Background: an optimization exercise with open tools, aiming at small area, a short achievable clock period and few clock cycles. Do not read the settings as production practice.
Function was checked by simulation only, so behaviour that the tests miss may differ from the original.
Power is estimated from default activity; no workload was simulated.

==> flow/design.v, too long to show whole: its modules and the start of the top module <==
// module nfpm_dist: 1393 lines
// module nearest_free_point_matcher: 515 lines
module nearest_free_point_matcher #(
   parameter int MAX_POINTS  = nfpm_pkg::MAX_POINTS_DEF,
   parameter int COORD_WIDTH = nfpm_pkg::COORD_WIDTH_DEF
) (
   input  logic                                clock,
   input  logic                                reset,
   input  logic                                req_valid,
   output logic                                req_ready,
   input  logic [nfpm_pkg::CMD_W-1:0]          req_cmd,
   input  logic signed [COORD_WIDTH-1:0]       req_pos_x,
   input  logic signed [COORD_WIDTH-1:0]       req_pos_y,
   output logic                                rsp_valid,
   input  logic                                rsp_ready,
   output logic [nfpm_pkg::STATUS_W-1:0]       rsp_status,
   output logic [nfpm_pkg::INDEX_W-1:0]        rsp_point_index,
   output logic [nfpm_pkg::DIST_W-1:0]         rsp_dist_sq,
   output logic                                rsp_last
);
  // ...
==> flow/run.sh <==
#!/bin/bash
# synth_recipe.tcl (not shown) runs the flow's synth.tcl, then flattens the netlist and writes it again
# the make line also repeats each setting of config.mk as NAME=value (left out here)
make -C /OpenROAD-flow-scripts/flow DESIGN_CONFIG=/design/flow/config.mk WORK_HOME=/design/flow/orfs CLKGATE_MAP_FILE= SYNTH_SCRIPT=/design/flow/synth_recipe.tcl finish
==> flow/config.mk <==
export PLATFORM = sky130hd
export DESIGN_NAME = nearest_free_point_matcher
export DESIGN_NICKNAME = nearest_free_point_matcher
export VERILOG_FILES = /design/flow/design.v
export SDC_FILE = /design/flow/constraint.sdc
export NUM_CORES = 4
export LEC_CHECK = 0
export CAP_MARGIN = 20
export CORE_MARGIN = 2
export CORE_UTILIZATION = 55
export SETUP_SLACK_MARGIN = 5
export SLEW_MARGIN = 20
==> flow/constraint.sdc <==
create_clock -name core_clock -period 11.0 [get_ports {clock}]
set_input_delay 2.2000 -clock core_clock [delete_from_list [all_inputs] [get_ports {clock}]]
set_output_delay 2.2000 -clock core_clock [all_outputs]
set_load 0.01 [all_outputs]
==> flow_summary.json, run 1 <==
{
  "outcome": "timing/DRC/antenna clean",
  "cp_top_family": "compound AO/OA/AOI/OAI gates",
  "largest_reg_flops": 2048,
  "yosys.area.top_type_share_pct": 33.64,
  "bufAreaShareNonClock_pct": 1.124,
  "vias_per_cell": 5.731,
  "met2_usage_pct": 53.37,
  "drc": 0,
  "min_period_over_period_pct": 48.18,
  "tightest_slew_ps": 1231,
  "r2r_start": "s4_w1[0]",
  "syn_inst": 19950,
  "fmax_mhz": 188.7,
  "fin_util_pct": 60.97,
  "synth_xor_area_share_pct": 2.562,
  "synth.cells.most_frequent": "3636 x dfxtp_1, 2178 x inv_1, 2059 x ha_1",
  "pwr-share-clk_pct": 22.3,
  "layout_common_cells": "3604 x dfxtp_1, 2178 x inv_1, 2059 x ha_1",
  "die_h_um": 631.3,
  "grt.busiest_layer": "met2",
  "well_tap_count": 5220,
  "dr_wl_met3_um": 57680,
  "numCtsBuffers": 412,
  "irDropWorstVdd_mv": 0.2110,
  "hold_path.class": "register to register",
  "multi_input_area_share_pct": 49.62,
  "cp_num_cells": 16,
  "final_common_cell": "dfxtp_1",
  "top_area_cell_class": "multi-input combinational cells",
  "pg_clk_uw": 14900,
  "synth_top_area_cell": "dfxtp_1",
  "grt_overflow_total": 0,
  "ys_ff_latch": 4132,
  "grt_pass1_wl_um": 1012000,
  "setup.worst_path.end": "acc_d[20]",
  "timing.setup.tns_ps": 0,
  "ant_nets": 0,
  "holdPathStages": 0,
  "layout.nets": 23750,
  "io_pins": 83
}
Testbench counts, summed over its fixed seeds: cycles 24,600.
==> run 2: changes to the inputs <==
--- a/flow/config.mk
+++ b/flow/config.mk
@@ -10,2 +10,4 @@
 export CORE_UTILIZATION = 55
+export CTS_CLUSTER_DIAMETER = 100
+export CTS_CLUSTER_SIZE = 30
 export SETUP_SLACK_MARGIN = 5
==> run 2 against run 1 <==
Against the previous run: final cell count shrank 1.8%; synthesized area is the same; routed wire length shrank 0.94%; non-clock buffer count did not move; die area did not move; synthesized cell count is the same; combinational power barely moved; clock-buffer cell count down 334; utilization is 2.1 points lower; maximum frequency increased by 0.32%; flip-flop and latch count did not move; sequential share of layout area is 1.3 points higher; critical endpoint is now acc_i[4]; largest cell class unchanged.
==> flow_summary.json, run 2 <==
{
  "outcome": "timing/DRC/antenna clean",
  "worst-path-max-fanout": 21,
  "yosys-top-cells-area": "dfxtp_1 34%, fa_1 15%, ha_1 12%, edfxtp_1 6.9%, and2_1 4.8%",
  "die_w_um": 631.3,
  "layout_common_cells": "3604 x dfxtp_1, 2177 x inv_1, 2059 x ha_1",
  "worst_r2r_path_depth": 16,
  "tightest_slew_ps": 1297,
  "p_per_area_nw_per_um2": 261.9,
  "synth_cell_type_count": 95,
  "synth_top_area_cell": "dfxtp_1",
  "drt-pass1-iter-count": 11,
  "ys.flop_type": "dfxtp_1",
  "layout.nets": 23530,
  "drv_cap": 0,
  "grt_antenna_before_repair": 104,
  "use_met1_pct": 46.84,
  "rsz0062_at_grt": "no",
  "cts.sinks": 4132,
  "syn_inst": 19950,
  "synth_xor_area_share_pct": 2.562,
  "hold_path.class": "register to register",
  "finalHoldViolCount": 0,
  "initial_utilization_pct": 55.21,
  "drv_slew": 0,
  "io_pins": 83,
  "yosysSeqAreaShare_pct": 40.52,
  "synth.area.mux_share_pct": 3.381,
  "critPathArrivalTime_ps": 5980,
  "rows": 230,
  "r2r_start": "s4_w1[0]",
  "yosys.area_share.simple_pct": 11.56,
  "multiInputGateArea_sq_um": 118600,
  "fin_ws_ps": 5717,
  "place_congestion": 1.049,
  "post_cts_buffers": 0,
  "instances_no_fill": 25470,
  "met2_usage_pct": 52.73,
  "dp.cells": 24870,
  "area_growth_pct": 6.573,
  "final_common_cell": "dfxtp_1",
  "largest_reg_flops": 2048,
  "min_period_over_period_pct": 48.03,
  "synth_top_family_by_area": "adder cells",
  "async_flop_share_pct": 0,
  "fin_skew_ps": 59.10,
  "grt_overflow_total": 0,
  "wl_per_cell_um": 27.38,
  "via_count": 146700,
  "start_kind": "register",
  "max_stage_delay_ps": 820,
  "regMostFlops": "ring",
  "yosys.area.top_type_share_pct": 33.64,
  "synth.most_common_cell": "dfxtp_1",
  "grt_max_degree": 107,
  "end_kind": "register",
  "synth_compound_area_share_pct": 10.50,
  "die_area_sq_um": 398500,
  "critical_path.slowest_cell": "dfxtp_2",
  "wl_um": 697200,
  "drc": 0,
  "critPathRequiredTime_ps": 11700,
  "drive_above_1_share_pct": 5.415,
  "synthAdderAreaFrac_pct": 26.61,
  "cts_root_buf": "clkbuf_16",
  "grt.busiest_layer": "met2",
  "core_area_sq_um": 392000,
  "irDropWorstVdd_mv": 0.2172,
  "cts-resized-gates": 0,
  "use_met3_pct": 6.301,
  "synth-warning-count": 31,
  "fin_total_pwr_uw": 60400,
  "drt_iter0_markers": 14000,
  "clk_latency_ps": 990,
  "finalSetupViolCount": 0,
  "slew_headroom_pct": 13.04,
  "path_cells": "buf_4 -> a22oi_1 -> and4_1 -> ha_1 -> a21o_1 -> a21o_1 -> a21o_1 -> a21o_1 -> a21o_1 -> a21oi_1 -> o211ai_1 -> a2111oi_0 -> o21ai_0 -> o211ai_1 -> a21boi_4 -> buf_4",
  "cts_max_level": 4,
  "max-clock-path-buffers": 4,
  "clkTransAtPathRegs_ps": 110,
  "worstHoldEndpoint": "ring[43][1]",
  "p_leak_uw": 0.1026,
  "ctsHoldBuffers": 0,
  "holdPathStages": 0,
  "period_minus_slack_ps": 5283,
  "r2r_setup_slack_ps": 5720,
  "cts_tree": "yes",
  "critPathKind": "register to register",
  "hold_path_startpoint": "ring[44][1]",
  "ys_ff_latch": 4132,
  "pre_cts_slack_ps": 5775,
  "port_buffers": 82,
  "syn_avg_cell_area_sq_um": 10.85,
  "die_h_um": 631.3,
  "register_area_sq_um": 87720,
  "cpMostUsedCell": "a21o_1",
  "reg_top3": "ring (2048), s3_d (264), s4_d (264)",
  "timing.setup.tns_ps": 0,
  "vias_per_cell": 5.763,
  "synth_nets": 23630,
  "n_fill_cell": 33410,
  "ant_nets": 0,
  "dp_hpwl_um": 538600,
  "grt_pass1_wl_um": 998900,
  "fmax_mhz": 189.3,
  "synth.cells.most_frequent": "3636 x dfxtp_1, 2178 x inv_1, 2059 x ha_1",
  "grtUsageTotal_pct": 34.54,
  "grt_pass1_vias": 142400,
  "synth_area_sq_um": 216400,
  "synth-edff-count": 496,
  "r2r-end": "acc_i[4]",
  "numCtsBuffers": 187
}
run 2: cell counts after synthesis:
Identical to the previous run, type by type.
run 2: cells by family after synthesis:
| kind of cell | count (synthesis) |
|---|---|
| muxes | 636 |
| adders and majority gates | 3650 |
| DFF | 4132 |
| xor gates and xnor gates | 633 |
| buffers and inverters | 2806 |
| and+or+nand+nor | 4584 |
| AOI/OAI and AO/OA | 3509 |
run 2: worst max-delay path: cells and delay by family, from the launching register on:
| kind | cells | cell delay, ps |
|---|---|---|
| AO/OA/AOI/OAI | 12 | 2770 |
| flip-flops | 1 | 820 |
| adder cells (fa/ha/maj) | 1 | 340 |
| AND/OR/NAND/NOR | 1 | 310 |
| buffers and inverters | 2 | 740 |
run 2: layout make-up:
type	count	share of cell area, %
Antenna cell	281	0.3049
Clock buffer	238	2.161
Clock inverter	72	0.5409
Inverter	2179	3.547
Multi-Input combinational cell	13010	51.41
Sequential cell	4132	38.04
Tap cell	5220	2.832
Timing Repair Buffer	331	1.164
run 2: report_power, final:
part / internal, uW / switching, uW
Combinational: 12400 / 18500
Sequential: 18000 / 2830
Clock: 3480 / 5230
run 2: worst max-delay path by stage:
stage	startpoint	endpoint	slack [ps]
floorplan	count[0]	infl[0]	5210
global placement	s4_w1[0]	acc_d[26]	5520
detailed placement	s4_ci[4]	acc_d[27]	5780
CTS	s4_ci[4]	acc_d[20]	5730
global route	done	acc_d[20]	5420
finish	s4_w1[0]	acc_i[4]	5720
run 2: per-layer routing:
layer,vias up,routed length [um]
li1,66880,-
met1,72960,295900
met2,5590,301400
met3,1284,54680
met4,32,45010
met5,-,203
run 2: through the flow:
step | cell area (sq um) | hold slack (ps) | utilization, %
6_report | 230600 | 285.2 | 58.84
5_1_grt | 230500 | 287.2 | 58.81
4_1_cts | 229900 | 302.2 | 58.66
3_5_place_dp | 223700 | 312.1 | 57.07
3_3_place_gp | 223600 | 309.7 | 57.06
2_1_floorplan | 216400 | 309.6 | -

[port drivers added, routing unchanged]
Ports are ideal in the flow. The routed layouts listed here were re-timed in OpenROAD.
Step 1, drivers: a clkbuf_16 drives clock and a buf_2 each remaining input, both assumed.
Step 2 also shifts input and output timing later by t, the mid clock arrival at the registers, as if the neighbouring blocks saw the same clock.
Three values: no drivers, after step 1, after step 2; two values: the first two.
run	t, ns	setup slack, ns	worst setup path after step 2
run 1	1.111	5.700 / 5.700 / 5.700	register to register
run 2	1.074	5.717 / 5.717 / 5.717	register to register
After both steps every run listed still meets setup and hold.
